Background: an optimization exercise with open tools, aiming at small area, a short achievable clock period and few clock cycles per item. Do not read the settings as production practice. The RTL was checked by simulation tests, not by an equivalence proof against the original design. Power and IR drop assume default switching activity.

--- flow/design.v ---
`default_nettype none
package hqc_pkg;
    localparam int N = 97;
    localparam int WEIGHT = 6;
    localparam int LOC_W = 7;
    localparam int IDX_W = 3;
    localparam int MSG_W = 8;
    localparam int REP = 12;
    localparam int WORD_W = 32;
    localparam int POLY_WORDS = 4;
    typedef logic [N-1:0] poly_t;
    typedef logic [LOC_W-1:0] loc_t;
    localparam logic [5:0] ADDR_CTRL = 6'd0;
    localparam logic [5:0] ADDR_H = 6'd1;
    localparam logic [5:0] ADDR_S = 6'd5;
    localparam logic [5:0] ADDR_R1 = 6'd9;
    localparam logic [5:0] ADDR_R2 = 6'd15;
    localparam logic [5:0] ADDR_E = 6'd21;
    localparam logic [5:0] ADDR_MSG = 6'd27;
    localparam logic [5:0] ADDR_U = 6'd28;
    localparam logic [5:0] ADDR_V = 6'd32;
    typedef enum logic {
        JOB_U,
        JOB_V
    } job_t;
    typedef enum logic [1:0] {
        SEQ_IDLE,
        SEQ_ISSUE_U,
        SEQ_ISSUE_V,
        SEQ_WAIT
    } seq_state_t;
endpackage
`default_nettype wire
`timescale 1ns/1ps
`default_nettype none
module hqc_encrypt (
    input  wire logic        clk,
    input  wire logic        rst,
    input  wire logic        wb_cyc,
    input  wire logic        wb_stb,
    input  wire logic        wb_we,
    input  wire logic [5:0]  wb_adr,
    input  wire logic [31:0] wb_dat_i,
    output logic [31:0]      wb_dat_o,
    output logic             wb_ack
);
    localparam int N = 97;
    logic [N-1:0] h_reg;
    logic [N-1:0] s_reg;
    logic [N-1:0] u_reg;
    logic [N-1:0] v_reg;
    logic [6:0]   r1_loc [6];
    logic [6:0]   r2_loc [6];
    logic [6:0]   e_loc [6];
    logic [7:0]   msg_reg;
    localparam int KA = 3;
    logic [3:0]   n;
    logic         started;
    logic         ph;
    logic [N-1:0] r_reg;
    logic [6-KA:0] amt_b;
    logic [6:0]   amt_a;
    logic [7:0]   loc_hi;
    logic [15:0]  loc_lo;
    logic access, wr, busy, start, go;
    logic [7:0]  dat_g;
    assign access = wb_cyc && wb_stb && !wb_ack;
    assign busy = (n != 4'd0) || go;
    assign wr = access && wb_we && !busy;
    assign start = wr && (wb_adr == 6'd0) && wb_dat_i[0] && !rst;
    always_ff @(posedge clk) begin
        if (rst) go <= 1'b0;
        else go <= start;
    end
    assign dat_g = wb_dat_i[7:0] & {8{!rst}};
    always_ff @(posedge clk) begin
        if (rst) wb_ack <= 1'b0;
        else wb_ack <= access;
    end
    logic [127:0] h_pad, s_pad, u_pad, v_pad;
    logic [3:0] h_ok, s_ok;
    logic [N-1:0] h_val, s_val;
    assign h_val = h_reg & {{1{h_ok[3]}}, {32{h_ok[2]}}, {32{h_ok[1]}}, {32{h_ok[0]}}};
    assign s_val = s_reg & {{1{s_ok[3]}}, {32{s_ok[2]}}, {32{s_ok[1]}}, {32{s_ok[0]}}};
    assign h_pad = {31'b0, h_val};
    assign s_pad = {31'b0, s_val};
    assign u_pad = {31'b0, u_reg};
    assign v_pad = {31'b0, v_reg};
    always_ff @(posedge clk) begin
        for (int k = 0; k < 3; k++) begin
            if (wr && wb_adr == 6'(1 + k)) h_reg[32*k +: 32] <= wb_dat_i;
            if (wr && wb_adr == 6'(5 + k)) s_reg[32*k +: 32] <= wb_dat_i;
        end
        if (wr && wb_adr == 6'd4) h_reg[96] <= wb_dat_i[0];
        if (wr && wb_adr == 6'd8) s_reg[96] <= wb_dat_i[0];
        for (int k = 0; k < 4; k++) begin
            if (rst) h_ok[k] <= 1'b0;
            else if (wr && wb_adr == 6'(1 + k)) h_ok[k] <= 1'b1;
            if (rst) s_ok[k] <= 1'b0;
            else if (wr && wb_adr == 6'(5 + k)) s_ok[k] <= 1'b1;
        end
        for (int j = 0; j < 6; j++) begin
            if (rst || (wr && wb_adr == 6'(9 + j)))  r1_loc[j] <= dat_g[6:0];
            if (rst || (wr && wb_adr == 6'(15 + j))) r2_loc[j] <= dat_g[6:0];
            if (rst || (wr && wb_adr == 6'(21 + j))) e_loc[j] <= dat_g[6:0];
        end
        if (rst || (wr && wb_adr == 6'd27)) msg_reg <= dat_g[7:0];
    end
    logic [31:0] rd_data;
    logic done_vis, busy_vis;
    assign done_vis = !go && ((n == 4'd0) ? started : (n >= 4'd10));
    assign busy_vis = busy && !(n >= 4'd10);
    logic [35:0] sel;
    always_comb begin
        for (int a = 0; a < 36; a++) sel[a] = (wb_adr == 6'(a));
    end
    always_comb begin
        rd_data = {30'b0, done_vis & sel[0], busy_vis & sel[0]};
        for (int k = 0; k < 4; k++) begin
            rd_data = rd_data | (h_pad[32*k +: 32] & {32{sel[1 + k]}});
            rd_data = rd_data | (s_pad[32*k +: 32] & {32{sel[5 + k]}});
            rd_data = rd_data | (u_pad[32*k +: 32] & {32{sel[28 + k]}});
            rd_data = rd_data | (v_pad[32*k +: 32] & {32{sel[32 + k]}});
        end
        for (int j = 0; j < 6; j++) begin
            rd_data[6:0] = rd_data[6:0] | (r1_loc[j] & {7{sel[9 + j]}});
            rd_data[6:0] = rd_data[6:0] | (r2_loc[j] & {7{sel[15 + j]}});
            rd_data[6:0] = rd_data[6:0] | (e_loc[j] & {7{sel[21 + j]}});
        end
        rd_data[7:0] = rd_data[7:0] | (msg_reg & {8{sel[27]}});
    end
    always_ff @(posedge clk) wb_dat_o <= rd_data;
    always_ff @(posedge clk) begin
        if (rst) begin
            n <= 4'd0;
            started <= 1'b0;
        end else begin
            if (start) started <= 1'b1;
            if (go) n <= 4'd1;
            else if (n != 4'd0) n <= (n == 4'd11) ? 4'd0 : n + 4'd1;
        end
    end
    logic [5:0] ja_oh, ja_busy, ja_nx;
    always_comb begin
        for (int j = 0; j < 6; j++) ja_busy[j] = ((n + 4'd2) >> 1) == 4'(j);
        ja_busy[0] = (n >= 4'd10);
        if (rst || n == 4'd0) ja_nx = 6'b000001;
        else ja_nx = ja_busy;
        if (go) ja_nx = 6'b000010;
    end
    always_ff @(posedge clk) ja_oh <= ja_nx;
    logic [6:0] amt_nx, amt_busy;
    always_comb begin
        amt_busy = '0;
        for (int j = 0; j < 6; j++) amt_busy = amt_busy | (r2_loc[j] & {7{ja_busy[j]}});
        if (rst) amt_nx = '0;
        else if (n != 4'd0) amt_nx = amt_busy;
        else if (wr && wb_adr == 6'd15) amt_nx = dat_g[6:0];
        else amt_nx = r2_loc[0];
        if (go) amt_nx = r2_loc[1];
    end
    always_ff @(posedge clk) amt_a <= amt_nx;
    always_ff @(posedge clk) begin
        if (rst) ph <= 1'b0;
        else ph <= !ph;
    end
    logic [3:0] sel_h, sel_s;
    always_ff @(posedge clk) begin
        for (int k = 0; k < 4; k++) begin
            sel_h[k] <= !rst && !ph && (h_ok[k] || (wr && wb_adr == 6'(1 + k)));
            sel_s[k] <= !rst && ph && (s_ok[k] || (wr && wb_adr == 6'(5 + k)));
        end
    end
    logic [N-1:0] in_a;
    logic [N-1:0] rot_a;
    always_comb begin
        for (int i = 0; i < N; i++) in_a[i] = (h_reg[i] & sel_h[i / 32]) | (s_reg[i] & sel_s[i / 32]);
    end
    logic [N-1:0] sa [KA+1];
    assign sa[0] = in_a;
    genvar k, i;
    generate
        for (k = 0; k < KA; k++) begin : g_sa
            for (i = 0; i < N; i++) begin : g_bit
                assign sa[k+1][i] = amt_a[k] ? sa[k][(i + N - ((1 << k) % N)) % N] : sa[k][i];
            end
        end
    endgenerate
    assign rot_a = sa[KA];
    logic [6:0] loc_a;
    always_comb begin
        loc_a = '0;
        for (int j = 0; j < 6; j++) loc_a = loc_a | ((ph ? r1_loc[j] : e_loc[j]) & {7{ja_oh[j]}});
    end
    always_ff @(posedge clk) begin
        r_reg <= rot_a & {N{!rst}};
        amt_b <= amt_a[6:KA];
        for (int b = 0; b < 8; b++) loc_hi[b] <= (rst && b == 0) || (!rst && loc_a[6:4] == 3'(b));
        for (int b = 0; b < 16; b++) loc_lo[b] <= (rst && b == 0) || (!rst && loc_a[3:0] == 4'(b));
    end
    logic [N-1:0] flip;
    logic [N-1:0] rot_b;
    logic [N-1:0] term;
    always_comb begin
        for (int b = 0; b < N; b++) flip[b] = loc_hi[b / 16] && loc_lo[b % 16];
    end
    logic [N-1:0] sb [8-KA];
    assign sb[0] = r_reg;
    generate
        for (k = 0; k < 7 - KA; k++) begin : g_sb
            for (i = 0; i < N; i++) begin : g_bit
                assign sb[k+1][i] = amt_b[k] ? sb[k][(i + N - ((1 << (k + KA)) % N)) % N] : sb[k][i];
            end
        end
    endgenerate
    assign rot_b = sb[7-KA];
    assign term = rot_b ^ flip;
    logic exec, add_u, add_v;
    logic [N-1:0] codeword;
    assign exec = busy;
    assign add_u = exec && !ph && !rst;
    assign add_v = exec && ph && !rst;
    always_comb begin
        codeword = '0;
        for (int b = 0; b < 96; b++) codeword[b] = msg_reg[b / 12];
    end
    always_ff @(posedge clk) begin
        u_reg <= (u_reg & {N{!rst && !go}}) ^ (term & {N{add_u}});
        v_reg <= (go ? codeword : (v_reg & {N{!rst}})) ^ (term & {N{add_v}});
    end
endmodule
`default_nettype wire
--- flow/constraint.sdc ---
create_clock -name core_clock -period 7.0 [get_ports {clk}]
set_input_delay 1.4000 -clock core_clock [delete_from_list [all_inputs] [get_ports {clk}]]
set_output_delay 1.4000 -clock core_clock [all_outputs]
set_load 0.01 [all_outputs]
--- flow/config.mk ---
export PLATFORM = sky130hd
export DESIGN_NAME = hqc_encrypt
export DESIGN_NICKNAME = hqc_encrypt
export VERILOG_FILES = /design/flow/design.v
export SDC_FILE = /design/flow/constraint.sdc
export NUM_CORES = 4
export LEC_CHECK = 0
export CAP_MARGIN = 30
export CORE_MARGIN = 2
export CORE_UTILIZATION = 40
export SETUP_SLACK_MARGIN = 4.2
export SLEW_MARGIN = 40
--- flow/flow/run.sh ---
#!/bin/bash
# The standard layout (standard.sh: ORFS synthesis to finish), with one
# change: the port buffers that global placement inserts are buf_4 cells
# instead of the default delay buffer, which is slow on input and output paths.
set -uo pipefail
export BUFFER_PORTS_ARGS="-buffer_cell sky130_fd_sc_hd__buf_4"
bash standard.sh finish > flow_make.log 2>&1
--- flow/standard.sh ---
#!/bin/bash
# synth_recipe.tcl (not shown) runs the flow's synth.tcl, then flattens the netlist and writes it again
# the make line also repeats each setting of config.mk as NAME=value (left out here)
make -C /OpenROAD-flow-scripts/flow DESIGN_CONFIG=/design/flow/config.mk WORK_HOME=/design/flow/orfs CLKGATE_MAP_FILE= SYNTH_SCRIPT=/design/flow/synth_recipe.tcl "${@:-finish}"
==> impl_metrics.py, run 1 <==
metrics = {
    "synthesis": {
        "yosys_most_used_dff": "dfxtp_1",
        "syn-cell-area_um2": 40200,
        "synth_common_cells": "dfxtp_1, edfxtp_1, nand2_1",
        "synth_edf_count": 328,
        "synthCells": 3560,
        "yosys_warnings": 6,
        "synth_top_area_cell": "edfxtp_1",
        "synth_area_per_cell_um2": 11.3,
        "synthArstFlopShare_pct": 0,
        "synth_most_common_cell": "dfxtp_1",
        "syn_nets": 3606,
        "yosysSeqAreaShare_pct": 43.8,
        "ys_types": 73,
        "yosys-top-cells-area": "edfxtp_1, dfxtp_1, mux4_2, mux2i_1, mux2_2",
        "synth_top_area_share_pct": 24.5,
        "ys_seq_elements": 715,
    },
    "grt": {
        "grt_max_degree": 118,
        "grt_remaining_overflow": 0,
        "grt_first_pass_wirelength_mm": 258,
        "first_global_vias": 32200,
        "globalRouteTotalUtil_pct": 35.3,
        "antenna_found_initial": 18,
    },
    "sta": {
        "fin_setup_tns_ns": 0,
        "finClkSkew_ns": 0.0364,
        "max_freq_ghz": 0.346,
        "rsz0062_at_grt": "true",
        "fin_crit_ns": 2.89,
        "finalMaxSlewViolations": 0,
        "worstMarginPinSlew_ns": 0.956,
        "hold_violations": 0,
        "max_slew_margin_pct": 36.3,
        "setup_viol": 0,
        "min_period_over_period_pct": 41.3,
        "hold_ws_ns": 0.325,
    },
    "setup_path": {
        "cp-end-kind": "register",
        "endpoint": "wb_dat_o[6]$_DFF_P_",
        "path_buf_inv": 2,
        "cpLargestDelayFamily": "simple AND/OR/NAND/NOR gates",
        "crit_chain": "buf_16 > and2_4 > buf_12 > a32oi_4 > o211ai_1 > or4_1 > or4_4",
        "startpoint_type": "input pin",
        "rr_startpoint": "sel_s[2]$_DFF_P_",
        "r2r-end": "r_reg[85]$_DFF_P_",
        "crit_path_max_fanout": 17,
        "r2r_cells": 4,
        "crit_path_top_delay_cell": "or4_4",
        "r2r_slack_ns": 4.12,
        "worstPathArrival_ns": 3.42,
        "critPathKind": "in2reg",
        "critPathMaxStageDelay_ns": 0.51,
        "critPathLaunch": "wb_adr[0]",
        "path_depth": 7,
        "critPathRequiredTime_ns": 7.53,
    },
    "power": {
        "p_per_area_nw_per_um2": 226,
        "ir_drop_mv": 0.208,
        "power_leakage_nw": 14.9,
    },
    "worst_hold_path": {
        "worstHoldPathType": "reg2reg",
        "whs_path_depth": 0,
    },
    "place": {
        "hpwlAfterDp_mm": 127,
        "gp_congestion": 1.04,
        "dp_cells": 4651,
        "port_buffers": 75,
        "placed_cell_area_um2": 42300,
    },
    "detailed_routing": {
        "initialDrtViolationCount": 6875,
        "drt_wl_total_mm": 191,
        "vias_per_cell": 7.39,
        "vias": 36000,
        "first_pass_iters": 9,
        "wl_per_cell_um": 39.3,
        "drtAntennaViolNets": 0,
        "drc": 0,
    },
    "finish": {
        "layout-drive-gt1-share_pct": 26.7,
        "synthToLayoutAreaGrowth_pct": 16.1,
        "design_area_um2": 46600,
        "layout.nets": 3541,
        "final_cells": 4864,
    },
    "cts": {
        "clk_latency_ns": 0.69,
        "cts_tree": "built",
        "htreeDepth": 3,
        "clkTransAtPathRegs_ns": 0.07,
        "ctsHoldBuffers": 0,
        "cts_buffers": 78,
        "clk_path_buf_depth": 3,
        "cts_root_buffer": "clkbuf_16",
        "clock-sinks": 715,
    },
    "floorplan": {
        "die_area_um2": 103000,
        "fp.dieW_um": 321,
        "rows": 116,
        "die_y_um": 321,
        "coreArea_um2": 99900,
        "ios": 76,
        "initial_utilization_pct": 40.2,
    },
    "flow_run": {
        "maxCapViolCount": 0,
    },
    "run_status": {
        "status": "no timing/DRC/antenna violations",
    },
}
[metrics by stage]
step | worst slack (ns) | total power, mW | utilization, %
2_1_floorplan | 3.84 | 5.72 | -
3_3_place_gp | 2.67 | 6.04 | 42.3
3_5_place_dp | 2.58 | 6.04 | 42.4
4_1_cts | 4.16 | 10.4 | 46.2
5_1_grt | 4.14 | 10.7 | 46.7
6_report | 4.11 | 10.5 | 46.7
[cell type report]
class	instances	area, um^2
Multi-Input combinational cell	2506	22400
Sequential cell	715	17600
Clock buffer	112	2290
Tap cell	1298	1620
Clock inverter	31	363
Antenna cell	8	20.0
Inverter	10	45.0
Timing Repair Buffer	184	2230
Fill cell	9001	53200
[worst register-to-register path, stage by stage, from the launching register on]
cell     delay (ns)
dfxtp_2        0.92
a22o_1         0.38
mux2i_1        0.26
mux4_2         0.52
nor2_1         0.62
[layer usage]
layer | share of wire (%) | routed length, um | global-route usage [%]
met5 | 0.12 | 235 | 1.65
met1 | 37 | 70200 | 47.2
met2 | 40 | 77100 | 49.4
met4 | 6.0 | 11500 | 16.4
met3 | 17 | 31900 | 14.5
[placed cells by master (no fill, tap or decap), drive strengths merged, types with 5 or more instances in the layout]
master      n
and3       38
o22ai      97
or4         6
nand3b      5
xnor2      97
nand2b      6
a221oi    146
nand4      25
diode       8
nor2      156
a32o       13
edfxtp    328
inv        12
a22oi     161
mux2i     199
a222oi     14
a2111oi     5
o21ai     117
clkbuf    119
a21oi     200
clkinv     19
buf       173
nor2b      13
a22o      154
mux4      196
o221ai     99
nor3       16
clkinvlp    5
and2       34
nand3      95
dfxtp     387
bufinv      5
nand2     244
nor4b       5
a32oi      45
a31o       13
a31oi      13
mux2      142
xor2       98
[worst min-delay path by stage]
stage | to | startpoint | slack, ns
final | amt_b[0]$_DFF_P_ | amt_a[3]$_DFF_P_ | 0.32
after global routing | amt_b[3]$_DFF_P_ | amt_a[6]$_DFF_P_ | 0.33
after CTS | amt_b[0]$_DFF_P_ | amt_a[3]$_DFF_P_ | 0.32
after detailed placement | amt_b[0]$_DFF_P_ | amt_a[3]$_DFF_P_ | 0.31
after global placement | amt_b[3]$_DFF_P_ | amt_a[6]$_DFF_P_ | 0.31
after floorplan | amt_b[0]$_DFF_P_ | amt_a[3]$_DFF_P_ | 0.31
[logic make-up (layout without fill, tap and decap cells)]
group | after synthesis | count (layout) | synth area share (%)
mux | 537 | 537 | 20.0
flops | 715 | 715 | 43.8
other cells | 0 | 8 | 0
simple gates | 659 | 672 | 7.77
fa+ha+maj | 3 | 3 | 0.0935
xor+xnor | 195 | 195 | 4.25
compound gates | 1099 | 1099 | 20.2
buf+inv | 352 | 337 | 3.83
[timing repair]
item	CTS	global route
buffers inserted	28	4
hold endpoints to repair	0	0
endpoints found under the setup margin	616	315
cloned	20	8
gates resized for setup	106	51
pin swaps	16	8
[power breakdown]
part	switching, mW	internal [mW]
Clock	1.86	2.49
Sequential	0.281	4.52
Combinational	0.808	0.584
Testbench counts, summed over its fixed seeds: cycles 6,912, jobs 96.
==> inputs of run 2 (changes only) <==
--- a/flow/config.mk
+++ b/flow/config.mk
@@ -7,6 +7,7 @@
 export LEC_CHECK = 0
 export CAP_MARGIN = 30
 export CORE_MARGIN = 2
-export CORE_UTILIZATION = 40
+export CORE_UTILIZATION = 55
+export PLACE_DENSITY = 0.8
 export SETUP_SLACK_MARGIN = 4.2
 export SLEW_MARGIN = 40
==> impl_metrics.py, run 2 <==
metrics = {
    "detailed_routing": {
        "initialDrtViolationCount": 8545,
        "vias": 37300,
        "first_pass_iters": 12,
        "drt_wl_total_mm": 178,
        "wl_per_cell_um": 39.3,
        "vias_per_cell": 8.24,
        "drtAntennaViolNets": 0,
        "drc": 0,
    },
    "grt": {
        "first_global_vias": 32800,
        "grt_remaining_overflow": 0,
        "antenna_found_initial": 11,
        "grt_max_degree": 98,
        "globalRouteTotalUtil_pct": 45.0,
        "grt_first_pass_wirelength_mm": 241,
    },
    "worst_hold_path": {
        "worstHoldPathType": "reg2reg",
    },
    "power": {
        "power_leakage_nw": 15.0,
        "power.switching_mw": 2.91,
        "pwr-share-clk_pct": 41.5,
        "p_per_area_nw_per_um2": 230,
        "fin_total_pwr_mw": 10.6,
        "seq_power_share_pct": 45.1,
        "comb_power_share_pct": 13.3,
        "ir_drop_mv": 0.306,
        "internal-power_mw": 7.72,
        "swShare_pct": 27.3,
    },
    "synthesis": {
        "syn_nets": 3606,
        "synthCells": 3560,
        "synth_edf_count": 328,
        "synth_top_area_cell": "edfxtp_1",
        "yosys-top-cells-area": "edfxtp_1, dfxtp_1, mux4_2, mux2i_1, mux2_2",
        "synth_most_common_cell": "dfxtp_1",
        "syn-cell-area_um2": 40200,
        "synth_area_per_cell_um2": 11.3,
        "synthArstFlopShare_pct": 0,
        "ys_seq_elements": 715,
        "yosys_warnings": 6,
        "yosys_most_used_dff": "dfxtp_1",
        "synth_common_cells": "dfxtp_1, edfxtp_1, nand2_1",
        "yosysSeqAreaShare_pct": 43.8,
        "ys_types": 73,
        "synth_top_area_share_pct": 24.5,
    },
    "flow_run": {
        "maxCapViolCount": 0,
    },
    "cts": {
        "cts_tree": "built",
        "cts_buffers": 77,
        "htreeDepth": 3,
        "ctsHoldBuffers": 0,
        "clock-sinks": 715,
        "cts_root_buffer": "clkbuf_16",
        "clk_latency_ns": 0.68,
        "clk_path_buf_depth": 3,
        "clkTransAtPathRegs_ns": 0.07,
    },
    "finish": {
        "synthToLayoutAreaGrowth_pct": 15.0,
        "layout-drive-gt1-share_pct": 26.8,
        "layout.cells.most_common": "dfxtp_1",
        "layout_common_cells": "dfxtp_1, edfxtp_1, nand2_1, a21oi_1, mux4_2",
        "design_area_um2": 46200,
        "layout.nets": 3547,
    },
    "sta": {
        "rsz0062_at_grt": "true",
        "fin_setup_tns_ns": 0,
        "finClkSkew_ns": 0.0279,
        "hold_violations": 0,
        "worstMarginPinSlew_ns": 0.951,
        "max_freq_ghz": 0.344,
        "max_slew_margin_pct": 36.6,
        "finalMaxSlewViolations": 0,
        "hold_ws_ns": 0.396,
        "fin_crit_ns": 2.91,
        "min_period_over_period_pct": 41.5,
        "fin_ws_ns": 4.09,
        "setup_viol": 0,
    },
    "setup_path": {
        "endpoint": "wb_dat_o[9]$_DFF_P_",
        "r2r_slack_ns": 4.12,
        "critPathKind": "in2reg",
        "critPathLaunch": "wb_adr[0]",
        "startpoint_type": "input pin",
        "cp-end-kind": "register",
        "worstPathArrival_ns": 3.47,
        "crit_path_max_fanout": 22,
        "r2r-end": "loc_lo[12]$_DFF_P_",
        "critPathRequiredTime_ns": 7.56,
        "rr_startpoint": "ph$_SDFF_PP0_",
        "r2r_cells": 6,
    },
    "run_status": {
        "status": "no timing/DRC/antenna violations",
    },
    "floorplan": {
        "die_area_um2": 75200,
        "fp.dieW_um": 274,
        "die_y_um": 274,
        "ios": 76,
        "coreArea_um2": 72600,
        "rows": 99,
        "initial_utilization_pct": 55.3,
    },
    "place": {
        "gp_congestion": 1.12,
        "preCtsSetupSlack_ns": 2.93,
        "placed_cell_area_um2": 42000,
        "port_buffers": 75,
        "hpwlAfterDp_mm": 119,
    },
}
-- run 2: cell counts after synthesis --
Identical to the previous run, type by type.
-- run 2: cells by family (layout without fill, tap and decap cells) --
family	count (synthesis)	in the layout	synth area share, %
flops	715	715	43.8
simple gates	659	666	7.77
xor+xnor	195	195	4.25
mux	537	537	20.0
buf+inv	352	345	3.83
compound gates	1099	1099	20.2
other cells	0	14	0
fa+ha+maj	3	3	0.0935
-- run 2: critical path, stage by stage --
cell and delay [ns]:
buf_16 0.14, nor2b_4 0.57, and2_4 0.43, buf_4 0.44, a221oi_1 0.17, nand3_1 0.29
-- run 2: timing repair --
action	in CTS	in global routing
gates cloned	12	8
resized for setup	81	84
endpoints found under the setup margin	610	429
buffers inserted	37	7
pin swaps	13	5
-- run 2: stage by stage --
stage / utilization, % / instances
CTS: 62.8 / 4503
floorplan: - / 3560
detailed placement: 57.8 / 4316
global route: 63.6 / 4520
global placement: 57.6 / 4310
finish: 63.6 / 4533
-- run 2: cell type report --
| cell class | instances | area [um^2] |
|---|---|---|
| Antenna cell | 14 | 35.0 |
| Sequential cell | 715 | 17600 |
| Clock inverter | 34 | 489 |
| Tap cell | 959 | 1200 |
| Timing Repair Buffer | 197 | 2300 |
| Fill cell | 5393 | 26400 |
| Multi-Input combinational cell | 2500 | 22300 |
| Clock buffer | 104 | 2180 |
| Inverter | 10 | 41.3 |
-- run 2: power groups by stage --
stage	combinational, mW	clock [mW]	sequential (mW)
final	1.42	4.42	4.80
after CTS	1.27	4.37	4.78
after global placement	1.10	0	4.90
after floorplan	1.06	0	4.66
after detailed placement	1.12	0	4.90
after global routing	1.45	4.53	4.78
-- run 2: worst min-delay path by stage --
stage               cells after the start              from                to  slack [ns]
finish                                  0  amt_a[4]$_DFF_P_  amt_b[1]$_DFF_P_        0.40
global route                            0  amt_a[4]$_DFF_P_  amt_b[1]$_DFF_P_        0.38
CTS                                     0  amt_a[4]$_DFF_P_  amt_b[1]$_DFF_P_        0.38
detailed placement                      0  amt_a[4]$_DFF_P_  amt_b[1]$_DFF_P_        0.38
global placement                        0  amt_a[4]$_DFF_P_  amt_b[1]$_DFF_P_        0.38
floorplan                               0  amt_a[3]$_DFF_P_  amt_b[0]$_DFF_P_        0.31
-- run 2: routing by layer --
metal  vias to the layer above  wire [um]  track usage [%]
li1                      14200          -                -
met1                     17800      58000             56.9
met2                      4259      68100             59.7
met3                      1066      38100             26.2
met4                        24      13600             23.1
met5                         -        482             5.33
==> inputs of run 3 (changes only) <==
--- a/flow/config.mk
+++ b/flow/config.mk
@@ -7,7 +7,6 @@
 export LEC_CHECK = 0
 export CAP_MARGIN = 30
 export CORE_MARGIN = 2
-export CORE_UTILIZATION = 55
-export PLACE_DENSITY = 0.8
-export SETUP_SLACK_MARGIN = 4.2
+export CORE_UTILIZATION = 40
+export SETUP_SLACK_MARGIN = 4.6
 export SLEW_MARGIN = 40
==> impl_metrics.py, run 3 <==
metrics = {
    "setup_path": {
        "cp-end-kind": "register",
        "crit_path_top_delay_cell": "nand4_1",
        "path_buf_inv": 3,
        "critPathLaunch": "wb_adr[0]",
        "startpoint_type": "input pin",
        "worstPathArrival_ns": 3.19,
        "crit_path_max_fanout": 8,
        "cpLargestDelayFamily": "simple AND/OR/NAND/NOR gates",
        "crit_chain": "buf_16 > buf_4 > and3_4 > and2_4 > buf_12 > a22oi_1 > nand4_1",
        "critPathRequiredTime_ns": 7.38,
        "rr_startpoint": "amt_b[1]$_DFF_P_",
        "critPathKind": "in2reg",
        "critPathMaxStageDelay_ns": 0.50,
    },
    "sta": {
        "rsz0062_at_grt": "true",
        "max_slew_margin_pct": 36.2,
        "finClkSkew_ns": 0.0338,
        "fin_setup_tns_ns": 0,
        "finalMaxSlewViolations": 0,
        "max_freq_ghz": 0.355,
        "min_period_over_period_pct": 40.2,
        "setup_viol": 0,
        "fin_crit_ns": 2.81,
        "worstMarginPinSlew_ns": 0.956,
        "hold_violations": 0,
    },
    "cts": {
        "cts_tree": "built",
        "clock-sinks": 715,
        "cts_root_buffer": "clkbuf_16",
        "ctsHoldBuffers": 0,
        "clk_path_buf_depth": 3,
        "clkTransAtPathRegs_ns": 0.07,
        "htreeDepth": 3,
        "cts_buffers": 79,
        "clk_latency_ns": 0.69,
    },
    "finish": {
        "layout.cells.most_common": "dfxtp_1",
        "final_cells": 5265,
        "layout.nets": 3930,
        "synthToLayoutAreaGrowth_pct": 42.1,
        "layout-drive-gt1-share_pct": 47.8,
        "layout_common_cells": "dfxtp_1, edfxtp_1, nand2_1, buf_4, mux4_2",
    },
    "synthesis": {
        "synth_area_per_cell_um2": 11.3,
        "synthAdderAreaFrac_pct": 0.0934,
        "synthArstFlopShare_pct": 0,
        "syn_nets": 3606,
        "ys_types": 73,
        "yosys.area_share.simple_pct": 7.77,
        "synth_common_cells": "dfxtp_1, edfxtp_1, nand2_1",
        "synth_top_area_share_pct": 24.5,
        "syn-cell-area_um2": 40200,
        "yosys_most_used_dff": "dfxtp_1",
        "synth_compound_area_share_pct": 20.2,
        "synth_mux_area_share_pct": 20.0,
        "ys_seq_elements": 715,
        "synth_top_area_cell": "edfxtp_1",
        "yosys-top-cells-area": "edfxtp_1, dfxtp_1, mux4_2, mux2i_1, mux2_2",
        "yosys_warnings": 6,
        "synth_top_family_by_area": "compound AO/OA/AOI/OAI gates",
        "yosysSeqAreaShare_pct": 43.8,
        "synth_most_common_cell": "dfxtp_1",
        "synth_edf_count": 328,
        "synthCells": 3560,
        "synth_xor_area_share_pct": 4.25,
    },
    "floorplan": {
        "rows": 116,
        "die_y_um": 321,
        "coreArea_um2": 99900,
        "ios": 76,
        "die_area_um2": 103000,
        "fp.dieW_um": 321,
        "initial_utilization_pct": 40.2,
    },
    "grt": {
        "first_global_vias": 36100,
        "globalRouteTotalUtil_pct": 41.2,
        "grt_remaining_overflow": 0,
        "grt_first_pass_wirelength_mm": 297,
        "grt_max_degree": 102,
        "antenna_found_initial": 17,
    },
    "power": {
        "seq_power_share_pct": 41.7,
        "p_per_area_nw_per_um2": 201,
        "pwr-share-clk_pct": 39.8,
        "power_leakage_nw": 19.1,
        "ir_drop_mv": 0.181,
        "fin_total_pwr_mw": 11.5,
        "internal-power_mw": 8.05,
        "comb_power_share_pct": 18.5,
        "power.switching_mw": 3.40,
        "swShare_pct": 29.7,
    },
    "detailed_routing": {
        "initialDrtViolationCount": 9481,
        "vias": 42100,
        "drtAntennaViolNets": 0,
        "drt_wl_total_mm": 236,
        "drc": 0,
        "first_pass_iters": 13,
        "wl_per_cell_um": 44.9,
        "vias_per_cell": 7.99,
    },
    "place": {
        "hpwlAfterDp_mm": 128,
        "dp_cells": 4651,
        "gp_congestion": 1.05,
        "port_buffers": 75,
    },
    "worst_hold_path": {
        "worstHoldPathType": "reg2reg",
        "hold_start": "amt_a[3]$_DFF_P_",
    },
    "run_status": {
        "status": "no timing/DRC/antenna violations",
    },
    "flow_run": {
        "maxCapViolCount": 0,
    },
}
==> run 3: cell counts after synthesis <==
No cell type changed its count.
==> run 3: kinds of logic after synthesis <==
logic type,count (synthesis)
xor+xnor,195
simple gates,659
mux,537
fa+ha+maj,3
compound gates,1099
flops,715
buf+inv,352
==> run 3: per-layer routing <==
layer  wire [um]  track usage (%)  vias up  part of all wire, %
li1            -                -    15100                    -
met1       77600             51.4    20500                   33
met2       87400             54.9     4912                   37
met3       45800             22.7     1556                   19
met4       23700             24.8       40                   10
met5        1820             1.47        -                 0.77
==> run 3: metrics by stage <==
step	cell area, um^2	hold WS, ns	setup WS, ns	util [%]
after detailed placement	43300	0.343	2.63	43.4
after global placement	43200	0.338	2.79	43.3
final	57100	0.359	4.19	57.2
after floorplan	43000	0.310	3.84	-
after CTS	52900	0.356	4.38	52.9
after global routing	57100	0.368	4.29	57.2
==> run 3: repair_timing <==
item                       4_1_cts  5_1_grt
gates cloned                    90       54
gates resized for setup        577      388
buffers inserted               206       99
setup endpoints to repair      744      586
pin swaps                      133      269
==> run 3: worst paths after layout <==
check	to	slack [ns]	cells past startpoint
worst max-delay path	wb_dat_o[14]$_DFF_P_	4.19	7
worst min-delay path	amt_b[0]$_DFF_P_	0.36	0
worst max register to register	u_reg[41]$_DFF_P_	4.41	6
worst min register to register	amt_b[0]$_DFF_P_	0.36	0
==> run 3: layout make-up <==
cell class | count | area, um^2
Fill cell | 7576 | 42800
Multi-Input combinational cell | 2515 | 26200
Sequential cell | 715 | 17700
Timing Repair Buffer | 563 | 8710
Clock buffer | 97 | 2160
Tap cell | 1298 | 1620
Clock inverter | 51 | 594
Inverter | 10 | 43.8
Antenna cell | 16 | 40.0
==> run 3: power groups by stage <==
stage          registers (mW)  clock network, mW  logic, mW
2_1_floorplan            4.66                  0       1.11
6_report                 4.78               4.56       2.12
3_5_place_dp             4.88                  0       1.19
5_1_grt                  4.76               4.67       2.12
4_1_cts                  4.75               4.50       1.77
3_3_place_gp             4.89                  0       1.18
==> inputs of run 4 (changes only) <==
--- a/flow/design.v
+++ b/flow/design.v
@@ -62,16 +62,12 @@
     logic [6:0]   amt_a;
     logic [7:0]   loc_hi;
     logic [15:0]  loc_lo;
-    logic access, wr, busy, start, go;
+    logic access, wr, busy, go;
     logic [7:0]  dat_g;
     assign access = wb_cyc && wb_stb && !wb_ack;
-    assign busy = (n != 4'd0) || go;
+    assign busy = (n != 4'd0);
     assign wr = access && wb_we && !busy;
-    assign start = wr && (wb_adr == 6'd0) && wb_dat_i[0] && !rst;
-    always_ff @(posedge clk) begin
-        if (rst) go <= 1'b0;
-        else go <= start;
-    end
+    assign go = wr && (wb_adr == 6'd0) && wb_dat_i[0] && !rst;
     assign dat_g = wb_dat_i[7:0] & {8{!rst}};
     always_ff @(posedge clk) begin
         if (rst) wb_ack <= 1'b0;
@@ -108,7 +104,7 @@
     end
     logic [31:0] rd_data;
     logic done_vis, busy_vis;
-    assign done_vis = !go && ((n == 4'd0) ? started : (n >= 4'd10));
+    assign done_vis = (n == 4'd0) ? started : (n >= 4'd10);
     assign busy_vis = busy && !(n >= 4'd10);
     logic [35:0] sel;
     always_comb begin
@@ -134,17 +130,18 @@
         if (rst) begin
             n <= 4'd0;
             started <= 1'b0;
-        end else begin
-            if (start) started <= 1'b1;
-            if (go) n <= 4'd1;
-            else if (n != 4'd0) n <= (n == 4'd11) ? 4'd0 : n + 4'd1;
+        end else if (go) begin
+            n <= 4'd1;
+            started <= 1'b1;
+        end else if (busy) begin
+            n <= (n == 4'd11) ? 4'd0 : n + 4'd1;
         end
     end
     logic [5:0] ja_oh, ja_busy, ja_nx;
     always_comb begin
         for (int j = 0; j < 6; j++) ja_busy[j] = ((n + 4'd2) >> 1) == 4'(j);
         ja_busy[0] = (n >= 4'd10);
-        if (rst || n == 4'd0) ja_nx = 6'b000001;
+        if (rst || !busy) ja_nx = 6'b000001;
         else ja_nx = ja_busy;
         if (go) ja_nx = 6'b000010;
     end
@@ -154,7 +151,7 @@
         amt_busy = '0;
         for (int j = 0; j < 6; j++) amt_busy = amt_busy | (r2_loc[j] & {7{ja_busy[j]}});
         if (rst) amt_nx = '0;
-        else if (n != 4'd0) amt_nx = amt_busy;
+        else if (busy) amt_nx = amt_busy;
         else if (wr && wb_adr == 6'd15) amt_nx = dat_g[6:0];
         else amt_nx = r2_loc[0];
         if (go) amt_nx = r2_loc[1];
@@ -217,7 +214,7 @@
     assign term = rot_b ^ flip;
     logic exec, add_u, add_v;
     logic [N-1:0] codeword;
-    assign exec = busy;
+    assign exec = go || busy;
     assign add_u = exec && !ph && !rst;
     assign add_v = exec && ph && !rst;
     always_comb begin
--- a/flow/config.mk
+++ b/flow/config.mk
@@ -8,5 +8,5 @@
 export CAP_MARGIN = 30
 export CORE_MARGIN = 2
 export CORE_UTILIZATION = 40
-export SETUP_SLACK_MARGIN = 4.6
+export SETUP_SLACK_MARGIN = 4.2
 export SLEW_MARGIN = 40
==> impl_metrics.py, run 4 <==
metrics = {
    "floorplan": {
        "coreArea_um2": 94600,
        "rows": 113,
        "ios": 76,
        "die_y_um": 312,
        "fp.dieW_um": 312,
        "die_area_um2": 97600,
        "initial_utilization_pct": 40.2,
    },
    "sta": {
        "worstMarginPinSlew_ns": 0.893,
        "max_freq_ghz": 0.346,
        "finalMaxSlewViolations": 0,
        "fin_ws_ns": 4.11,
        "finClkSkew_ns": 0.0300,
        "rsz0062_at_grt": "true",
        "hold_ws_ns": 0.328,
        "min_period_over_period_pct": 41.3,
        "fin_crit_ns": 2.89,
        "max_slew_margin_pct": 40.3,
        "setup_viol": 0,
        "hold_violations": 0,
        "fin_setup_tns_ns": 0,
    },
    "setup_path": {
        "r2r_cells": 7,
        "critPathRequiredTime_ns": 7.58,
        "startpoint_type": "input pin",
        "critPathKind": "in2reg",
        "cp-end-kind": "register",
        "crit_path_max_fanout": 11,
        "worstPathArrival_ns": 3.47,
    },
    "power": {
        "p_per_area_nw_per_um2": 243,
        "ir_drop_mv": 0.314,
        "power_leakage_nw": 14.6,
    },
    "cts": {
        "clock-sinks": 714,
        "cts_buffers": 80,
        "ctsHoldBuffers": 0,
        "cts_tree": "built",
        "htreeDepth": 3,
        "cts_root_buffer": "clkbuf_16",
        "clk_latency_ns": 0.66,
        "clk_path_buf_depth": 3,
        "clkTransAtPathRegs_ns": 0.06,
    },
    "run_status": {
        "status": "no timing/DRC/antenna violations",
    },
    "finish": {
        "layout.nets": 3216,
        "fill_cells": 8270,
        "layout.cells.most_common": "dfxtp_1",
        "final_core_util_pct": 48.0,
        "layout_common_cells": "dfxtp_1, edfxtp_1, mux4_2, nand3_1, nand2_1",
        "synthToLayoutAreaGrowth_pct": 19.3,
        "layout-drive-gt1-share_pct": 28.6,
    },
    "synthesis": {
        "syn-cell-area_um2": 38000,
        "yosys-top-cells-area": "edfxtp_1, dfxtp_1, mux4_2, xor2_1, nand3_1",
        "yosys_most_used_dff": "dfxtp_1",
        "yosysSeqAreaShare_pct": 46.2,
        "synth_common_cells": "dfxtp_1, edfxtp_1, nand3_1",
        "yosys_warnings": 6,
        "synthCells": 3135,
        "synth_most_common_cell": "dfxtp_1",
        "ys_types": 68,
        "synth_top_area_cell": "edfxtp_1",
        "synthArstFlopShare_pct": 0,
        "syn_nets": 3181,
        "synth_area_per_cell_um2": 12.1,
        "synth_top_area_share_pct": 25.9,
        "ys_seq_elements": 714,
        "synth_edf_count": 328,
    },
    "detailed_routing": {
        "drtAntennaViolNets": 0,
        "vias_per_cell": 6.98,
        "wl_per_cell_um": 37.9,
        "first_pass_iters": 8,
        "vias": 31500,
        "drc": 0,
        "initialDrtViolationCount": 5847,
        "drt_wl_total_mm": 171,
    },
    "grt": {
        "grt_max_degree": 86,
        "first_global_vias": 29100,
        "grt_first_pass_wirelength_mm": 233,
        "antenna_found_initial": 10,
        "globalRouteTotalUtil_pct": 33.8,
        "grt_remaining_overflow": 0,
    },
    "place": {
        "gp_congestion": 1.01,
        "port_buffers": 75,
        "preCtsSetupSlack_ns": 2.91,
        "hpwlAfterDp_mm": 114,
    },
    "flow_run": {
        "maxCapViolCount": 0,
    },
    "worst_hold_path": {
        "worstHoldPathType": "reg2reg",
        "whs_path_depth": 0,
    },
}
==> run 4: cell types whose count changed after synthesis, moves of 92 or more <==
cell	delta
o22ai_1	-93
mux4_2	+96
o21ai_1	-96
a221oi_1	-97
xor2_1	+96
a21oi_1	-92
nand3_1	+205
==> run 4: layout make-up <==
type | count | area [um^2] | share of cell area (%)
multi-input combinational | 2117 | 20500 | 45.2
sequential | 714 | 17600 | 38.8
timing repair buffer | 243 | 2960 | 6.51
clock buffer | 105 | 2180 | 4.79
tap | 1265 | 1580 | 3.49
clock inverter | 44 | 474 | 1.04
inverter | 14 | 56.3 | 0.124
antenna | 11 | 27.5 | 0.0606
==> run 4: stage by stage <==
step	cell area (um^2)	total power, mW	cells
after floorplan	38600	5.81	3135
after global placement	40000	6.20	4249
after detailed placement	40200	6.21	4254
after CTS	44400	10.8	4467
after global routing	45400	11.3	4502
final	45400	11.0	4513
==> run 4: final timing paths <==
path / start / to / slack [ns]
max: wb_adr[2] / wb_dat_o[16]$_DFF_P_ / 4.11
min: amt_a[6]$_DFF_P_ / amt_b[3]$_DFF_P_ / 0.33
max reg2reg: amt_b[1]$_DFF_P_ / u_reg[32]$_DFF_P_ / 4.18
min reg2reg: amt_a[6]$_DFF_P_ / amt_b[3]$_DFF_P_ / 0.33
==> run 4: critical path, cell delays in order <==
cell and delay (ns):
buf_4 0.20, or4b_2 0.94, o22ai_1 0.65, a221oi_1 0.12
nand4_1 0.16
==> run 4: cells by family after synthesis <==
family	after synthesis	share of synthesized area [%]
buf+inv	311	3.45
xor+xnor	292	7.65
mux	446	21.5
simple gates	861	10.8
fa+ha+maj	3	0.0987
flops	714	46.2
compound gates	508	10.3
==> run 4: routing by layer <==
layer / GRT usage [%] / vias to the layer above / wire length [um]
met5: 0.580 / - / 56
met4: 17.8 / 8 / 12200
met3: 10.8 / 593 / 26100
met2: 48.6 / 2867 / 71300
met1: 45.4 / 15800 / 61600
li1: - / 12200 / -
==> run 4: timing repair <==
item	4_1_cts	5_1_grt
gates resized for setup	118	82
pin swaps	18	25
buffers inserted	49	23
endpoints found under the hold margin	0	0
endpoints found under the setup margin	622	402
cloned	15	11
==> run 4: report_power, final <==
group | switching, mW | internal, mW
clock | 1.88 | 2.42
combinational | 1.17 | 0.877
sequential | 0.216 | 4.48
total | 3.26 | 7.77
Testbench counts of run 4, summed over its fixed seeds: cycles 6,720, jobs 96.
==> inputs of run 5 (changes only) <==
--- a/flow/design.v
+++ b/flow/design.v
@@ -212,11 +212,16 @@
     endgenerate
     assign rot_b = sb[7-KA];
     assign term = rot_b ^ flip;
-    logic exec, add_u, add_v;
+    logic add_u, add_v;
     logic [N-1:0] codeword;
-    assign exec = go || busy;
-    assign add_u = exec && !ph && !rst;
-    assign add_v = exec && ph && !rst;
+    logic en_u, en_v, busy_nx;
+    assign busy_nx = !rst && (go || (busy && n != 4'd11));
+    always_ff @(posedge clk) begin
+        en_u <= busy_nx && (ph || rst);
+        en_v <= busy_nx && !ph && !rst;
+    end
+    assign add_u = (en_u || (go && !ph)) && !rst;
+    assign add_v = (en_v || (go && ph)) && !rst;
     always_comb begin
         codeword = '0;
         for (int b = 0; b < 96; b++) codeword[b] = msg_reg[b / 12];
==> impl_metrics.py, run 5 <==
metrics = {
    "cts": {
        "cts_tree": "built",
        "cts_buffers": 82,
        "htreeDepth": 3,
        "clk_path_buf_depth": 3,
        "clk_latency_ns": 0.68,
        "cts_root_buffer": "clkbuf_16",
        "clkTransAtPathRegs_ns": 0.06,
        "clock-sinks": 716,
    },
    "floorplan": {
        "die_y_um": 312,
        "ios": 76,
        "rows": 113,
        "die_area_um2": 97400,
        "initial_utilization_pct": 40.1,
        "coreArea_um2": 94600,
        "fp.dieW_um": 312,
    },
    "sta": {
        "finalMaxSlewViolations": 0,
        "min_period_over_period_pct": 43.1,
        "max_freq_ghz": 0.331,
        "setup_viol": 0,
        "hold_violations": 0,
        "fin_setup_tns_ns": 0,
        "hold_ws_ns": 0.346,
        "rsz0062_at_grt": "true",
        "fin_crit_ns": 3.02,
        "finClkSkew_ns": 0.0400,
        "worstMarginPinSlew_ns": 0.852,
        "max_slew_margin_pct": 43.1,
    },
    "flow_run": {
        "maxCapViolCount": 0,
    },
    "place": {
        "placed_cell_area_um2": 42000,
        "gp_congestion": 1.06,
        "port_buffers": 75,
        "hpwlAfterDp_mm": 124,
    },
    "worst_hold_path": {
        "hold_start": "amt_a[4]$_DFF_P_",
        "worstHoldPathType": "reg2reg",
    },
    "setup_path": {
        "crit_path_max_fanout": 8,
        "critPathKind": "in2reg",
        "rr_startpoint": "amt_b[2]$_DFF_P_",
        "r2r_slack_ns": 4.06,
        "crit_chain": "buf_12 > or4_4 > nor3_4 > buf_12 > a41oi_4 > buf_12 > buf_4 > nor3_2 > xnor2_1",
        "cp-end-kind": "register",
        "worstPathArrival_ns": 3.56,
        "critPathLaunch": "wb_adr[2]",
        "startpoint_type": "input pin",
        "critPathMaxStageDelay_ns": 0.63,
        "crit_top_cell": "buf_12",
        "crit_path_top_delay_cell": "or4_4",
        "critPathRequiredTime_ns": 7.55,
    },
    "detailed_routing": {
        "initialDrtViolationCount": 6191,
        "wl_per_cell_um": 41.0,
        "drc": 0,
        "drtAntennaViolNets": 0,
        "drt_wl_total_mm": 187,
        "vias_per_cell": 7.12,
        "first_pass_iters": 8,
        "vias": 32500,
    },
    "synthesis": {
        "synth_common_cells": "dfxtp_1, edfxtp_1, mux4_2",
        "syn_nets": 3184,
        "yosys_most_used_dff": "dfxtp_1",
        "yosys-top-cells-area": "edfxtp_1, dfxtp_1, mux4_2, xnor2_1, a22o_1",
        "synth_area_per_cell_um2": 12.1,
        "ys_seq_elements": 716,
        "syn-cell-area_um2": 38000,
        "synthCells": 3138,
        "synth_top_area_cell": "edfxtp_1",
        "synthArstFlopShare_pct": 0,
        "yosys_warnings": 6,
        "ys_types": 66,
        "synth_top_area_share_pct": 25.9,
        "yosysSeqAreaShare_pct": 46.4,
        "synth_edf_count": 328,
        "synth_most_common_cell": "dfxtp_1",
    },
    "power": {
        "comb_power_share_pct": 13.9,
        "pwr-share-clk_pct": 42.4,
        "internal-power_mw": 7.74,
        "p_per_area_nw_per_um2": 220,
        "power.switching_mw": 2.99,
        "ir_drop_mv": 0.180,
        "seq_power_share_pct": 43.7,
        "power_leakage_nw": 16.4,
        "swShare_pct": 27.9,
    },
    "grt": {
        "grt_remaining_overflow": 0,
        "grt_max_degree": 85,
        "first_global_vias": 30300,
        "antenna_found_initial": 14,
        "grt_first_pass_wirelength_mm": 251,
        "globalRouteTotalUtil_pct": 36.9,
    },
    "finish": {
        "layout.cells.most_common": "dfxtp_1",
        "layout-drive-gt1-share_pct": 38.3,
        "layout_common_cells": "dfxtp_1, edfxtp_1, mux4_2, nand2_1, xnor2_1",
        "synthToLayoutAreaGrowth_pct": 28.2,
        "final_core_util_pct": 51.5,
        "layout.nets": 3264,
        "design_area_um2": 48700,
    },
    "run_status": {
        "status": "no timing/DRC/antenna violations",
    },
}
==> run 5: changes by cell type in the layout (fill, tap and decap cells not counted), moves of 23 or more <==
cell / before / now
a21oi_1: 105 / 21
a21oi_2: 3 / 59
a21oi_4: 0 / 23
nand3_1: 287 / 110
nor3_2: 2 / 28
nor3_4: 7 / 175
xnor2_1: 26 / 193
xnor2_2: 35 / 2
xnor2_4: 37 / 0
xor2_1: 194 / 46
xor2_2: 0 / 38
==> run 5: timing repair <==
action | CTS | global route
gates resized for setup | 273 | 92
endpoints found under the setup margin | 560 | 306
gates cloned | 30 | 14
buffers inserted | 69 | 23
pin swaps | 59 | 63
hold buffers | 0 | 0
==> run 5: cell type report <==
| class | instances | area, um^2 |
|---|---|---|
| fillers | 7939 | 45900 |
| multi-input cells | 2119 | 22800 |
| flip-flops and latches | 716 | 17700 |
| repair buffers | 283 | 3740 |
| clock buffers | 107 | 2280 |
| well taps | 1265 | 1580 |
| clock inverters | 45 | 508 |
| inverters | 16 | 60.1 |
| diodes | 9 | 22.5 |
==> run 5: critical path, delay by kind of cell <==
family / cells / cell delay, ns
AO/OA/AOI/OAI: 1 / 0.18
buffers and inverters: 4 / 0.64
AND/OR/NAND/NOR: 3 / 1.18
XOR/XNOR: 1 / 0.13
==> run 5: worst paths after layout <==
kind | to | depth (start not counted)
setup / recovery | v_reg[22]$_DFF_P_ | 9
hold / removal | amt_b[1]$_DFF_P_ | 0
setup reg to reg | v_reg[22]$_DFF_P_ | 6
hold reg to reg | amt_b[1]$_DFF_P_ | 0
==> run 5: cells by family (layout without fill, tap and decap cells) <==
| group | Yosys count | count (layout) | synth area share (%) |
|---|---|---|---|
| AOI/OAI and AO/OA | 508 | 508 | 10.2 |
| xor gates and xnor gates | 292 | 292 | 6.73 |
| adders and majority gates | 3 | 3 | 0.0989 |
| buffers and inverters | 311 | 451 | 3.38 |
| DFF | 716 | 716 | 46.4 |
| muxes | 448 | 448 | 21.6 |
| other | 0 | 9 | 0 |
| and+or+nand+nor | 860 | 868 | 11.6 |
==> run 5: power by group through the flow <==
stage	clock network, mW	logic, mW	registers (mW)
2_1_floorplan	0	1.03	4.61
3_3_place_gp	0	1.06	4.84
3_5_place_dp	0	1.13	4.81
4_1_cts	4.54	1.37	4.69
5_1_grt	4.71	1.52	4.69
6_report	4.55	1.49	4.69
==> run 5: stage by stage <==
step                setup slack, ns  std cells  total power [mW]
finish                         3.98       4560              10.7
global route                   3.98       4551              10.9
CTS                            4.04       4512              10.6
detailed placement             2.70       4261              5.94
global placement               2.34       4249              5.90
floorplan                      3.57       3138              5.64
==> run 5: per-layer routing <==
layer	global-route usage, %	vias up	share of wire [%]
met4	15.5	12	5.5
li1	-	12300	-
met1	49.6	16500	36
met2	51.2	3079	41
met3	16.7	547	18
met5	0	-	0.11
Testbench counts of run 5, summed over its fixed seeds: cycles 6,720, jobs 96.
==> inputs of run 6 (changes only) <==
--- a/flow/config.mk
+++ b/flow/config.mk
@@ -8,5 +8,6 @@
 export CAP_MARGIN = 30
 export CORE_MARGIN = 2
 export CORE_UTILIZATION = 40
+export CTS_BUF_LIST = sky130_fd_sc_hd__clkbuf_8
 export SETUP_SLACK_MARGIN = 4.2
 export SLEW_MARGIN = 40
==> impl_metrics.py, run 6 <==
metrics = {
    "run_status": {
        "status": "no timing/DRC/antenna violations",
    },
    "finish": {
        "design_area_um2": 46800,
        "final_core_util_pct": 49.5,
        "layout-drive-gt1-share_pct": 36.4,
        "final_cells": 4579,
        "layout_common_cells": "dfxtp_1, edfxtp_1, mux4_2, nand2_1, xnor2_1",
        "synthToLayoutAreaGrowth_pct": 23.2,
        "fill_cells": 8217,
        "layout.nets": 3249,
        "layout.cells.most_common": "dfxtp_1",
    },
    "sta": {
        "hold_ws_ns": 0.362,
        "fin_setup_tns_ns": 0,
        "finalMaxSlewViolations": 0,
        "max_freq_ghz": 0.341,
        "worstMarginPinSlew_ns": 0.902,
        "finClkSkew_ns": 0.0504,
        "max_slew_margin_pct": 39.8,
        "fin_ws_ns": 4.07,
        "min_period_over_period_pct": 41.8,
        "fin_crit_ns": 2.93,
        "hold_violations": 0,
        "rsz0062_at_grt": "true",
        "setup_viol": 0,
    },
    "setup_path": {
        "r2r_slack_ns": 4.19,
        "r2r_cells": 6,
        "crit_path_top_delay_cell": "nor4_2",
        "critPathKind": "in2reg",
        "cp-end-kind": "register",
        "endpoint": "wb_dat_o[1]$_DFF_P_",
        "crit_chain": "buf_4 > nor4_4 > buf_4 > buf_4 > nand3_1 > nand4_1 > nor4_2 > nand3_1",
        "crit_top_cell": "buf_4",
        "critPathLaunch": "wb_adr[3]",
        "critPathMaxStageDelay_ns": 0.75,
        "startpoint_type": "input pin",
        "worstPathArrival_ns": 3.61,
        "rr_startpoint": "amt_b[1]$_DFF_P_",
        "critPathRequiredTime_ns": 7.68,
        "crit_path_max_fanout": 14,
        "r2r-end": "v_reg[18]$_DFF_P_",
    },
    "grt": {
        "grt_max_degree": 85,
        "globalRouteTotalUtil_pct": 36.0,
        "grt_first_pass_wirelength_mm": 246,
        "antenna_found_initial": 13,
        "first_global_vias": 30300,
        "grt_remaining_overflow": 0,
    },
    "synthesis": {
        "syn_nets": 3184,
        "synth_most_common_cell": "dfxtp_1",
        "yosys-top-cells-area": "edfxtp_1, dfxtp_1, mux4_2, xnor2_1, a22o_1",
        "synth_common_cells": "dfxtp_1, edfxtp_1, mux4_2",
        "yosysSeqAreaShare_pct": 46.4,
        "synth_top_area_share_pct": 25.9,
        "synth_top_area_cell": "edfxtp_1",
        "ys_seq_elements": 716,
        "syn-cell-area_um2": 38000,
        "ys_types": 66,
        "yosys_most_used_dff": "dfxtp_1",
        "synthArstFlopShare_pct": 0,
        "synth_area_per_cell_um2": 12.1,
        "yosys_warnings": 6,
        "synthCells": 3138,
        "synth_edf_count": 328,
    },
    "cts": {
        "cts_buffers": 130,
        "cts_tree": "built",
        "htreeDepth": 4,
        "clock-sinks": 716,
        "clk_path_buf_depth": 3,
        "ctsHoldBuffers": 0,
        "cts_root_buffer": "clkbuf_8",
        "clkTransAtPathRegs_ns": 0.06,
        "clk_latency_ns": 0.85,
    },
    "detailed_routing": {
        "wl_met1_mm": 66.3,
        "drt_wl_total_mm": 180,
        "wl_met2_mm": 73.9,
        "first_pass_iters": 7,
        "initialDrtViolationCount": 5637,
        "vias_per_cell": 6.95,
        "wl_met3_mm": 30.6,
        "routed.top_layer": "met5",
        "drtAntennaViolNets": 0,
        "wl_per_cell_um": 39.2,
        "drc": 0,
        "vias": 31800,
    },
    "power": {
        "fin_total_pwr_mw": 10.1,
        "p_per_area_nw_per_um2": 215,
        "power_leakage_nw": 15.6,
        "ir_drop_mv": 0.211,
    },
    "floorplan": {
        "coreArea_um2": 94600,
        "die_y_um": 312,
        "rows": 113,
        "die_area_um2": 97400,
        "fp.dieW_um": 312,
        "initial_utilization_pct": 40.1,
        "ios": 76,
    },
    "place": {
        "gp_congestion": 1.06,
        "dp_cells": 4261,
        "placed_cell_area_um2": 42000,
        "hpwlAfterDp_mm": 124,
        "port_buffers": 75,
        "preCtsSetupSlack_ns": 2.70,
    },
    "worst_hold_path": {
        "hold_start": "amt_a[4]$_DFF_P_",
        "worstHoldPathType": "reg2reg",
    },
    "flow_run": {
        "maxCapViolCount": 0,
    },
}
==> run 6: report_power, final <==
part           switching [mW]  internal [mW]
Clock                    1.92           2.07
Sequential              0.195           4.48
Combinational           0.830          0.562
==> run 6: how the worst min path moves through the flow <==
stage	to	slack, ns	depth (start not counted)
2_1_floorplan	amt_b[0]$_DFF_P_	0.31	0
4_1_cts	amt_b[1]$_DFF_P_	0.37	0
3_3_place_gp	amt_b[1]$_DFF_P_	0.36	0
6_report	amt_b[1]$_DFF_P_	0.36	0
5_1_grt	amt_b[1]$_DFF_P_	0.37	0
3_5_place_dp	amt_b[1]$_DFF_P_	0.35	0
==> run 6: final cells by class <==
cell class | instances | area, um^2 | share of cell area [%]
well taps | 1265 | 1580 | 3.38
flip-flops and latches | 716 | 17700 | 37.8
clock buffers | 153 | 2110 | 4.50
repair buffers | 223 | 2500 | 5.34
clock inverters | 82 | 430 | 0.920
inverters | 16 | 60.1 | 0.128
multi-input cells | 2116 | 22400 | 47.9
diodes | 8 | 20.0 | 0.0428
==> run 6: metal layers <==
| metal | up-vias | track usage, % |
|---|---|---|
| met3 | 460 | 15.6 |
| met1 | 16200 | 48.9 |
| met5 | - | 0 |
| met4 | 10 | 15.3 |
| li1 | 12300 | - |
| met2 | 2937 | 50.0 |
==> run 6: cells by family after synthesis <==
family	share of synthesized area (%)
multiplexers	21.6
AO/OA/AOI/OAI	10.2
buffers and inverters	3.38
XOR/XNOR	6.73
AND/OR/NAND/NOR	11.6
adder cells (fa/ha/maj)	0.0989
flip-flops	46.4
==> run 6: timing repair <==
action	4_1_cts	5_1_grt
gates resized for setup	148	89
gates cloned	13	3
pin swaps	14	17
endpoints found under the hold margin	0	0
setup endpoints to repair	546	212
setup buffers	35	23
==> run 6: critical path: cells and delay by family <==
family | cells | cell delay (ns)
AND/OR/NAND/NOR | 5 | 1.61
buffers and inverters | 3 | 0.60
==> inputs of run 7 (changes only) <==
--- a/flow/design.v
+++ b/flow/design.v
@@ -171,7 +171,7 @@
     logic [N-1:0] in_a;
     logic [N-1:0] rot_a;
     always_comb begin
-        for (int i = 0; i < N; i++) in_a[i] = (h_reg[i] & sel_h[i / 32]) | (s_reg[i] & sel_s[i / 32]);
+        for (int i = 0; i < N; i++) in_a[i] = (h_reg[i] & sel_h[i / 32] & !rst) | (s_reg[i] & sel_s[i / 32] & !rst);
     end
     logic [N-1:0] sa [KA+1];
     assign sa[0] = in_a;
@@ -190,7 +190,7 @@
         for (int j = 0; j < 6; j++) loc_a = loc_a | ((ph ? r1_loc[j] : e_loc[j]) & {7{ja_oh[j]}});
     end
     always_ff @(posedge clk) begin
-        r_reg <= rot_a & {N{!rst}};
+        r_reg <= rot_a;
         amt_b <= amt_a[6:KA];
         for (int b = 0; b < 8; b++) loc_hi[b] <= (rst && b == 0) || (!rst && loc_a[6:4] == 3'(b));
         for (int b = 0; b < 16; b++) loc_lo[b] <= (rst && b == 0) || (!rst && loc_a[3:0] == 4'(b));
@@ -212,16 +212,11 @@
     endgenerate
     assign rot_b = sb[7-KA];
     assign term = rot_b ^ flip;
-    logic add_u, add_v;
+    logic exec, add_u, add_v;
     logic [N-1:0] codeword;
-    logic en_u, en_v, busy_nx;
-    assign busy_nx = !rst && (go || (busy && n != 4'd11));
-    always_ff @(posedge clk) begin
-        en_u <= busy_nx && (ph || rst);
-        en_v <= busy_nx && !ph && !rst;
-    end
-    assign add_u = (en_u || (go && !ph)) && !rst;
-    assign add_v = (en_v || (go && ph)) && !rst;
+    assign exec = go || busy;
+    assign add_u = exec && !ph && !rst;
+    assign add_v = exec && ph && !rst;
     always_comb begin
         codeword = '0;
         for (int b = 0; b < 96; b++) codeword[b] = msg_reg[b / 12];
==> impl_metrics.py, run 7 <==
metrics = {
    "synthesis": {
        "synth_common_cells": "dfxtp_1, edfxtp_1, nand3_1",
        "yosysSeqAreaShare_pct": 46.6,
        "synthCells": 3305,
        "synth_edf_count": 328,
        "ys_types": 75,
        "synth_area_per_cell_um2": 11.4,
        "synth_most_common_cell": "dfxtp_1",
        "synth_top_area_share_pct": 26.1,
        "yosys_most_used_dff": "dfxtp_1",
        "synth_top_area_cell": "edfxtp_1",
        "synthArstFlopShare_pct": 0,
        "ys_seq_elements": 714,
        "yosys_warnings": 6,
        "syn_nets": 3351,
        "yosys-top-cells-area": "edfxtp_1, dfxtp_1, mux4_2, xor2_1, mux2_2",
        "syn-cell-area_um2": 37700,
    },
    "power": {
        "power_leakage_nw": 14.5,
        "seq_power_share_pct": 45.1,
        "pwr-share-clk_pct": 41.1,
        "swShare_pct": 28.8,
        "power.switching_mw": 2.97,
        "p_per_area_nw_per_um2": 235,
        "internal-power_mw": 7.34,
        "ir_drop_mv": 0.165,
        "comb_power_share_pct": 13.8,
    },
    "setup_path": {
        "path_depth": 9,
        "r2r_cells": 7,
        "crit_chain": "buf_4 > nor4_4 > buf_4 > buf_12 > nand3_2 > o21a_4 > buf_12 > a21oi_1 > xor2_1",
        "crit_path_top_delay_cell": "o21a_4",
        "worstPathArrival_ns": 3.61,
        "critPathKind": "in2reg",
        "cpLargestDelayFamily": "buffers and inverters",
        "path_buf_inv": 4,
        "critPathRequiredTime_ns": 7.73,
        "cp-end-kind": "register",
        "critPathMaxStageDelay_ns": 0.32,
        "startpoint_type": "input pin",
        "crit_path_max_fanout": 101,
    },
    "cts": {
        "cts_root_buffer": "clkbuf_8",
        "clkTransAtPathRegs_ns": 0.07,
        "clk_path_buf_depth": 3,
        "cts_buffers": 120,
        "htreeDepth": 3,
        "ctsHoldBuffers": 0,
        "clk_latency_ns": 0.82,
        "clock-sinks": 714,
        "cts_tree": "built",
    },
    "sta": {
        "setup_viol": 0,
        "hold_violations": 0,
        "fin_setup_tns_ns": 0,
        "worstMarginPinSlew_ns": 0.952,
        "hold_ws_ns": 0.321,
        "rsz0062_at_grt": "true",
        "min_period_over_period_pct": 41.1,
        "max_freq_ghz": 0.347,
        "finalMaxSlewViolations": 0,
        "max_slew_margin_pct": 36.6,
        "finClkSkew_ns": 0.0518,
        "fin_crit_ns": 2.88,
    },
    "worst_hold_path": {
        "worstHoldPathType": "reg2reg",
        "whs_path_depth": 0,
    },
    "place": {
        "port_buffers": 75,
        "placed_cell_area_um2": 39600,
        "gp_congestion": 1.09,
        "dp_cells": 4397,
        "hpwlAfterDp_mm": 112,
    },
    "detailed_routing": {
        "drt_wl_total_mm": 165,
        "drtAntennaViolNets": 0,
        "drc": 0,
        "vias": 31400,
        "vias_per_cell": 6.70,
        "wl_per_cell_um": 35.3,
        "initialDrtViolationCount": 5063,
        "first_pass_iters": 7,
    },
    "grt": {
        "grt_first_pass_wirelength_mm": 225,
        "grt_remaining_overflow": 0,
        "first_global_vias": 28900,
        "grt_max_degree": 102,
        "antenna_found_initial": 11,
        "globalRouteTotalUtil_pct": 32.7,
    },
    "finish": {
        "design_area_um2": 43900,
        "layout.nets": 3370,
        "layout.cells.most_common": "dfxtp_1",
        "layout-drive-gt1-share_pct": 27.6,
        "final_cells": 4689,
        "fill_cells": 8481,
        "layout_common_cells": "dfxtp_1, edfxtp_1, nand3_1, nand2_1",
        "synthToLayoutAreaGrowth_pct": 16.6,
    },
    "floorplan": {
        "coreArea_um2": 93300,
        "fp.dieW_um": 311,
        "ios": 76,
        "rows": 112,
        "die_y_um": 311,
        "initial_utilization_pct": 40.4,
        "die_area_um2": 96700,
    },
    "flow_run": {
        "maxCapViolCount": 0,
    },
    "run_status": {
        "status": "no timing/DRC/antenna violations",
    },
}
-- run 7: cell count changes in the layout (fill, tap and decap cells not counted), sizes merged, moves of 97 or more --
cell	before	now
xor2	97	194
a22o	152	50
xnor2	195	98
a21oi	103	209
a22oi	75	173
nand3	112	275
-- run 7: layer usage --
layer,GRT usage (%),share of wire [%]
met1,43.8,37
met2,46.5,42
met3,11.2,15
met4,17.3,6.3
met5,0,0.11
-- run 7: kinds of logic (layout without fill, tap and decap cells) --
kind of cell | Yosys count | in the layout | share of synthesized area, %
AO/OA/AOI/OAI | 613 | 614 | 11.3
buffers and inverters | 326 | 442 | 3.64
XOR/XNOR | 292 | 292 | 7.72
other | 0 | 7 | 0
adder cells (fa/ha/maj) | 3 | 3 | 0.0996
AND/OR/NAND/NOR | 909 | 915 | 11.7
flip-flops | 714 | 714 | 46.6
multiplexers | 448 | 448 | 18.9
-- run 7: stage by stage --
step                      util [%]  power [mW]  setup slack, ns
after global routing          47.1        10.6             4.09
after global placement        42.3        5.91             2.77
after detailed placement      42.4        5.92             2.89
after floorplan                  -        5.59             3.64
after CTS                     46.3        10.2             4.12
final                         47.1        10.3             4.12
-- run 7: power by group through the flow --
stage          Clock, mW  Sequential (mW)  Combinational (mW)
3_3_place_gp           0             4.78                1.13
3_5_place_dp           0             4.76                1.16
4_1_cts             4.25             4.64                1.27
2_1_floorplan          0             4.59               0.998
6_report            4.24             4.66                1.42
5_1_grt             4.43             4.66                1.46
-- run 7: what timing repair did --
action	4_1_cts	5_1_grt
gates cloned	5	7
buffers inserted	30	17
setup endpoints to repair	665	441
gates resized for setup	93	83
pin swaps	11	15
-- run 7: final timing paths --
path / endpoint / from / slack (ns)
worst max-delay path: v_reg[78]$_DFF_P_ / wb_adr[4] / 4.12
worst min-delay path: amt_b[3]$_DFF_P_ / amt_a[6]$_DFF_P_ / 0.32
worst max register to register: v_reg[23]$_DFF_P_ / amt_b[1]$_DFF_P_ / 4.19
worst min register to register: amt_b[3]$_DFF_P_ / amt_a[6]$_DFF_P_ / 0.32
-- run 7: final cells by class --
class	instances	area [um^2]	area share, %
multi-input cells	2272	19900	45.4
flip-flops and latches	714	17600	40.1
clock buffers	149	2050	4.67
repair buffers	201	2010	4.58
well taps	1254	1570	3.57
clock inverters	77	677	1.54
inverters	15	56.3	0.128
diodes	7	17.5	0.0399
Testbench counts of run 7, summed over its fixed seeds: cycles 6,720, jobs 96.

what the ideal ports hide:
No port has a modelled driver above. Below, the same layouts with a new extraction and two added sets of constraints. Step 1 assumes that a clkbuf_16 drives the clock port and a buf_2 every other input. Step 2, shift: input delay + t, output delay - t, t = (earliest + latest rising clock arrival at the registers) / 2. This alone moves slack from input paths to output paths. Slacks: no drivers / after step 1 / after step 2; pairs: no drivers / after step 1.
run | shift t [ns] | setup slack, ns | worst setup path after step 2
run 1 | 0.746 | 4.107 / 4.067 / 3.322 | input to register
run 2 | 0.730 | 4.094 / 3.969 / 3.239 | input to register
run 3 | 0.746 | 4.187 / 4.105 / 3.358 | input to register
run 4 | 0.720 | 4.106 / 4.144 / 3.424 | input to register
run 5 | 0.732 | 3.981 / 3.965 / 3.233 | input to register
run 6 | 0.900 | 4.072 / 4.114 / 3.214 | input to register
run 7 | 0.863 | 4.120 / 4.134 / 3.271 | input to register
After both steps setup and hold are still met in every run listed. For run 6, which loses most, drivers alone change the setup slack by +0.042 ns; drivers and shift together by -0.858 ns.
